Source: an optimization exercise on an open RTL-to-GDS flow (aim: small area, a short achievable clock period and few clock cycles). Production flows keep margins and buffers that such runs may drop.
Only simulation tests tie the RTL to the original design; equivalence was not proved.
No activity file was given, so power comes from the tool's default toggle rates.

// text_buffer_with_cursor
module text_buffer_with_cursor (
    input  logic           clk,
    input  logic           rst_n,
    input  logic           in_valid,
    output logic           in_ready,
    input  logic [17:0]    in_data,
    output logic           out_valid,
    input  logic           out_ready,
    output logic [31:0]    out_data
);
For scale: about 600 flip-flops, ~56 I/O pins.
clock: 6.0 ns
lec_check: 0
cap_margin: 20
core_margin: 2
core_utilization: 40
setup_slack_margin: 3.3
slew_margin: 20
tns_end_percent: 10
run.sh (not shown) runs the stock make flow with config.mk's settings and CLKGATE_MAP_FILE= SYNTH_SCRIPT=/design/flow/synth_recipe.tcl, a recipe that flattens the netlist after the stock synthesis.
Testbench counts at the start, summed over its fixed seeds: cycles 29,142.
Change:
--- a/flow/design.v
+++ b/flow/design.v
@@ -131,28 +131,30 @@
     input  logic          req_valid,
     output logic          req_pop,
     input  tbc_pkg::in_t  req,
     output logic          out_valid,
     input  logic          out_ready,
     output tbc_pkg::out_t out_data
 );
     logic [6:0] cur_reg, len_reg, rgt_reg;
     logic [6:0] pos_reg, hole_reg;
+    logic       hole_any_reg;    
     logic       away_reg;
     logic       strm_reg;
     logic [5:0] rd_ptr_reg;
     logic [6:0] rem_reg;
     logic       out_valid_reg;
     logic [7:0] char_reg;
     logic       char_valid_reg;
     logic [6:0] done_reg;
     logic       err_reg;
     logic       last_reg;
+    logic [6:0] cur_out_reg, len_out_reg;
     logic       rd_strm_reg;
     logic [6:0] cur_next, len_next, rgt_next, pos_next, hole_next;
     logic       away_next;
     logic       strm_next;
     logic [5:0] rd_ptr_next;
     logic [6:0] rem_next;
     logic [7:0] char_next;
     logic       char_valid_next;
     logic [6:0] done_next;
@@ -167,27 +169,28 @@
     logic [7:0] cur_mk, rgt_mk;
     logic [6:0] len_mk, cur_pk, rgt_pk, cur_p1, len_p1;
     logic [6:0] hole_pk, hole_pc, hole_m1, hole_m2;
     logic [6:0] k_m1, rgt_m1, len_m1;
     logic       kc, kr;
     logic [6:0] d_left, d_right, d_show;
     logic       show_zero, show_one;
     logic       ins_fire, del_fire, move_fire;
     logic       hole_zero_next;
+    logic       hole_any_next, hole_ge2, hole_ge3, d_left_nz;
     logic       ram_ins, ram_shr, ram_shl;
     logic [7:0] rdata, rdata0;
     logic [5:0] raddr;
     logic [7:0] char_rd;
     logic       use_rd, use_r0;
     assign k        = req.count;
     assign out_free = !out_valid_reg || out_ready;
     assign full     = len_reg[6];
-    assign hole_any = (hole_reg != '0);
+    assign hole_any = hole_any_reg;
     assign hole_one = (hole_reg == 7'd1);
     assign is_ins  = (req.opcode == tbc_pkg::OP_INSERT);
     assign is_del  = (req.opcode == tbc_pkg::OP_DELETE);
     assign is_ml   = (req.opcode == tbc_pkg::OP_MOVE_LEFT);
     assign is_mr   = (req.opcode == tbc_pkg::OP_MOVE_RIGHT);
     assign is_sr   = (req.opcode == tbc_pkg::OP_SHOW_RIGHT);
     assign is_sa   = (req.opcode == tbc_pkg::OP_FULL_TEXT);
     assign is_show = is_sr || is_sa;
     assign op_ok     = ((is_ins || is_del) ? !away_reg : 1'b1) && (is_show ? !hole_any : 1'b1);
@@ -276,22 +279,22 @@
                         done_next = 7'd1;
                         hole_next = (hole_any && !hole_one) ? hole_m2 : '0;
                     end
                 end
                 tbc_pkg::OP_DELETE:
                 begin
                     cur_next  = kc ? cur_mk[6:0] : 7'd0;
                     len_next  = kc ? len_mk : rgt_reg;
                     done_next = d_left;
-                    if (rgt_reg != '0)
-                        hole_next = kc ? hole_pk : hole_pc;
-                    else
-                        hole_next = '0;
+                if (rgt_reg != '0)
+                    hole_next = kc ? hole_pk : hole_pc;
+                else
+                    hole_next = '0;
                 end
                 tbc_pkg::OP_MOVE_LEFT:
                 begin
                     cur_next  = kc ? cur_mk[6:0] : 7'd0;
                     rgt_next  = kc ? rgt_pk : len_reg;
                     done_next = d_left;
                 end
                 tbc_pkg::OP_MOVE_RIGHT:
                 begin
@@ -312,18 +315,23 @@
                     end
                 end
                 default:
                 begin
                 end
             endcase
         end
     end
     assign hole_zero_next = !hole_any || (hole_one && ram_shl);
+    assign hole_ge2      = (hole_reg[6:1] != '0);
+    assign hole_ge3      = hole_ge2 && !(hole_reg == 7'd2);
+    assign d_left_nz     = (k != '0) && (cur_reg != '0);
+    assign hole_any_next = del_fire ? ((rgt_reg != '0) && (d_left_nz || hole_ge2))
+                                    : (ins_fire ? hole_ge3 : hole_ge2);
     assign pos_next  = (ins_fire || del_fire || hole_zero_next) ? cur_next : pos_reg;
     assign away_next = !hole_zero_next && (away_reg || move_fire);
     assign raddr = rd_strm_reg ? rd_ptr_reg : cur_reg[5:0];
     assign use_rd  = strm_reg || is_sr;
     assign use_r0  = !strm_reg && is_sa;
     assign char_rd = ({8{use_rd}} & rdata) | ({8{use_r0}} & rdata0);
     always_comb
     begin
         if (strm_reg)
@@ -334,53 +342,57 @@
     always_ff @(posedge clk or negedge rst_n)
     begin
         if (!rst_n)
         begin
             cur_reg       <= '0;
             len_reg       <= '0;
             rgt_reg       <= '0;
             pos_reg       <= '0;
             hole_reg      <= '0;
+            hole_any_reg  <= 1'b0;
             away_reg      <= 1'b0;
             strm_reg      <= 1'b0;
             out_valid_reg <= 1'b0;
         end
         else
         begin
             cur_reg       <= cur_next;
             len_reg       <= len_next;
             rgt_reg       <= rgt_next;
             pos_reg       <= pos_next;
             hole_reg      <= hole_next;
+            hole_any_reg  <= hole_any_next;
             away_reg      <= away_next;
             strm_reg      <= strm_next;
             out_valid_reg <= out_load || (out_valid_reg && !out_ready);
         end
     end
     always_ff @(posedge clk)
     begin
         rem_reg     <= rem_next;
         rd_strm_reg <= strm_next;
+        cur_out_reg <= cur_next;
+        len_out_reg <= len_next;
         rd_ptr_reg <= rd_ptr_next;
         if (out_load)
         begin
             char_reg       <= char_next;
             char_valid_reg <= char_valid_next;
             done_reg       <= done_next;
             err_reg        <= err_next;
             last_reg       <= last_next;
         end
     end
     assign out_valid            = out_valid_reg;
     assign out_data.char_out    = char_reg;
     assign out_data.char_valid  = char_valid_reg;
-    assign out_data.cursor_pos  = cur_reg;
-    assign out_data.text_length = len_reg;
+    assign out_data.cursor_pos  = cur_out_reg;
+    assign out_data.text_length = len_out_reg;
     assign out_data.done_count  = done_reg;
     assign out_data.full_error  = err_reg;
     assign out_data.last        = last_reg;
 endmodule
 module text_buffer_with_cursor (
     input  logic           clk,
     input  logic           rst_n,
     input  logic           in_valid,
     output logic           in_ready,
Outcome:
- setup slack gets better by 0.17 ns
- non-clock buffer count is lower by 20
- sequential power grows by about 34%
- clock-buffer cell count rose by 2
- design area came out higher by about 2.5%
- power came out higher by about 22%
- die area is higher by about 4%
- utilization shrinks by 0.78 points
- critical path depth grows by 1
- combinational power rises by 23%
- area after synthesis rises by 4.2%
- cell count is about the same
Testbench counts after the change, summed over its fixed seeds: cycles 29,142.

afterwards: timing with drivers on the ports:
Ports are ideal in the flow. The routed layouts listed here were re-timed in OpenROAD. Step 1 sets driving cells, clkbuf_16 on the clock port and buf_2 on the other inputs (assumed; they add their load-dependent delay and slew). Step 2, shift: input delay + t, output delay - t, t = (earliest + latest rising clock arrival at the registers) / 2. This alone moves slack from input paths to output paths. Three values: no drivers, after step 1, after step 2; two values: the first two.
| run | t (ns) | setup slack, ns | worst slew at a driven data input, ns | cell pins on the clock port's net |
|---|---|---|---|---|
| the first run | 0.698 | 2.493 / 2.419 / 2.060 | 0.05 | 1 |
| the second run | 0.688 | 2.665 / 2.665 / 2.081 | 0.04 | 1 |
After both steps every run listed still meets setup and hold. The setup slack of the second run, which loses most, moves by 0.000 ns with the drivers and by -0.584 ns with both steps.
